Source: an optimization exercise on an open RTL-to-GDS flow (aim: small area, a short achievable clock period and few clock cycles per item). Production flows keep margins and buffers that such runs may drop.
RTL that was checked went through simulation tests only; none was proved equivalent to the original.
Power is estimated from default activity; no workload was simulated.

==> flow/design.v (excerpt) <==
module div_top
(
  input  logic        CLK,
  input  logic        RST_N,
  input  logic        in_valid,
  output logic        in_ready,
  input  logic [31:0] in_a,
  input  logic [31:0] in_b,
  input  logic [1:0]  in_op,
  output logic        r_valid,
  input  logic        r_ready,
  output logic [31:0] r_data
);
  logic        recirc;
  logic [31:0] result;
  logic        s0_valid;
  logic [0:0] s0_rem;
  logic [31:0] s0_dq;
  logic [31:0] s0_divisor;
  logic        s0_neg;
  logic        s0_take_rem;
  logic        s1_valid;
  logic [2:0] s1_rem;
  logic [31:0] s1_dq;
  logic [31:0] s1_divisor;
  logic        s1_neg;
  logic        s1_take_rem;
  logic        s2_valid;
  logic [4:0] s2_rem;
  logic [31:0] s2_dq;
  logic [31:0] s2_divisor;
  logic        s2_neg;
  logic        s2_take_rem;
  logic        s3_valid;
  logic [5:0] s3_rem;
  logic [31:0] s3_dq;
  logic [31:0] s3_divisor;
  logic        s3_neg;
  logic        s3_take_rem;
  logic        s4_valid;
  logic [6:0] s4_rem;
  logic [31:0] s4_dq;
  logic [31:0] s4_divisor;
  logic        s4_neg;
  logic        s4_take_rem;
  logic        s5_valid;
  logic [7:0] s5_rem;
  logic [31:0] s5_dq;
  logic [31:0] s5_divisor;
  logic        s5_neg;
  ...
Settings: LEC_CHECK=0, CAP_MARGIN=5, CORE_MARGIN=2, CORE_UTILIZATION=40, CTS_CLUSTER_DIAMETER=100, CTS_CLUSTER_SIZE=28, SETUP_SLACK_MARGIN=3.6, SLEW_MARGIN=5; clock period 7.0 ns.
run.sh (not shown) runs the stock make flow with config.mk's settings and CLKGATE_MAP_FILE= SYNTH_SCRIPT=/design/flow/synth_recipe.tcl, a recipe that flattens the netlist after the stock synthesis.
The starting point ran to the end with no violations.
Next try:
Settings changed: CAP_MARGIN 5 to 20, CTS_CLUSTER_SIZE 28 to 32, SETUP_SLACK_MARGIN 3.6 to 4.1, SLEW_MARGIN 5 to 20.
The new run completed without violations.
Count of clock-buffer cells in the layout fell by 13.
Worst hold slack gets worse by 0.016 ns.
Final cell count rose by 3.1%.
Synthesized cell count stays the same.
Combinational power rose by about 20%.
Power rose by 4.7%.
Global-route usage rose by 0.87 points.
Worst setup slack gets worse by 0.081 ns.
Routed wire length rose by 8.7%.
Register-to-register slack gets worse by 0.08 ns.
No run of this note included a check of the RTL's function; only the layout flow was run.


Another version of the RTL of div_top (not shown whole).
For scale: roughly 2,600 flip-flops, ~100 I/O pins.
Settings: LEC_CHECK=0, CAP_MARGIN=20, CORE_MARGIN=2, CORE_UTILIZATION=40, CTS_CLUSTER_DIAMETER=100, CTS_CLUSTER_SIZE=32, SETUP_SLACK_MARGIN=3.8, SLEW_MARGIN=20, TNS_END_PERCENT=10; clock period 7.0 ns.
The first run passed the timing, design-rule and antenna checks.
Testbench counts at the start, summed over its fixed seeds: cycles 9,848, items 9,600.
Then changed:
Settings changed: SETUP_SLACK_MARGIN 3.8 to 3.4, TNS_END_PERCENT 10 to unset.
Effect: Clock-buffer cell count goes down by 7; first-iteration DRC count drops by 6.6%; area after synthesis stays the same; global-route usage decreases by 0.49 points; cell count came out lower by about 0.75%; total power came out lower by 2.9%; wire length shrinks by about 3.3%; utilization drops by 0.82 points.


Starting RTL as in the previous note.
clock: 7.0 ns
lec_check: 0
cap_margin: 5
core_margin: 2
core_utilization: 40
cts_cluster_diameter: 100
cts_cluster_size: 24
setup_slack_margin: 3.6
slew_margin: 5
The starting point completed with no timing, DRC or antenna violations.
Testbench counts at the start, summed over its fixed seeds: cycles 9,848, items 9,600.
Change:
Settings changed: CTS_CLUSTER_SIZE 24 to 32, SETUP_SLACK_MARGIN 3.6 to 3.5.
Outcome: The changed run produced a clean layout. Sequential cell count does not change. Die area stays the same. Critical path depth drops by 6. Power decreases by 2.7%.
Change:
Settings changed: CAP_MARGIN 5 to 20, SETUP_SLACK_MARGIN 3.5 to 3.3, SLEW_MARGIN 5 to 20.
Outcome: Cell area went down by about 1.5%. Routed wire length went down by 2.1%. Power went down by about 1.7%. Synthesized cell count is unchanged. Die area is unchanged. Sequential cell count is unchanged. Area after synthesis stays the same.
Change:
Settings changed: SETUP_SLACK_MARGIN 3.3 to 3.6, TNS_END_PERCENT set to 10.
The changed run passed the timing, design-rule and antenna checks.
Combinational power grows by 3.6%.
Final cell count grows by 0.33%.
Total power grows by 0.96%.
Global-route usage stays flat.


div_top again, from the RTL that the note above started with.
clock: 7.0 ns
lec_check: 0
cap_margin: 20
core_margin: 2
core_utilization: 40
cts_cluster_diameter: 100
cts_cluster_size: 32
setup_slack_margin: 3.6
slew_margin: 20
Testbench counts at the start, summed over its fixed seeds: cycles 9,848, items 9,600.
Edit:
Settings changed: CAP_MARGIN 20 to 5, CTS_CLUSTER_SIZE 32 to 28, SLEW_MARGIN 20 to 5.
Design area stays flat.
Utilization grows by 0.12 points.
Setup slack gains 0.072 ns.

-- port drivers added, routing unchanged --
No port has a modelled driver above. Below, the same layouts with a new extraction and two added sets of constraints.
Step 1 assumes that a clkbuf_16 drives the clock port and a buf_2 every other input.
Step 2 adds t to the input delays and takes it off the output delays; t is the mean of the earliest and latest rising clock arrival at the registers after step 1. Input paths then give back, and output paths get back, about the clock's delay inside the block.
a / b / c = no drivers / after step 1 / after step 2; a / b = the first two.
| run | t (ns) | setup slack, ns | worst setup path at the end | clock arrival spread, ns | cell pins on the clock port's net |
|---|---|---|---|---|---|
| the first run of note 1 | 0.852 | 3.487 / 3.487 / 2.905 | input to register | 0.074 / 0.074 | 1 |
| the second run of note 1 | 0.841 | 3.406 / 3.406 / 3.376 | input to register | 0.081 / 0.080 | 1 |
| the first run of note 2 | 0.853 | 3.464 / 3.464 / 2.739 | input to register | 0.074 / 0.074 | 1 |
| the second run of note 2 | 0.858 | 3.425 / 3.473 / 2.615 | input to register | 0.061 / 0.060 | 1 |
| the first run of note 3 | 0.890 | 3.579 / 3.579 / 2.872 | input to register | 0.122 / 0.123 | 1 |
| the second run of note 3 | 0.855 | 3.505 / 3.505 / 2.742 | input to register | 0.069 / 0.069 | 1 |
| the third run of note 3 | 0.855 | 3.333 / 3.323 / 2.526 | input to register | 0.059 / 0.059 | 1 |
| the fourth run of note 3 | 0.857 | 3.348 / 3.408 / 2.550 | input to register | 0.060 / 0.059 | 1 |
| the first run of note 4 | 0.853 | 3.575 / 3.575 / 2.837 | input to register | 0.063 / 0.063 | 1 |
| the second run of note 4 | 0.865 | 3.648 / 3.627 / 2.866 | input to register | 0.070 / 0.071 | 1 |
After both steps every run listed still meets setup and hold. The setup slack of the second run of note 2, which loses most, moves by +0.048 ns with the drivers and by -0.810 ns with both steps.
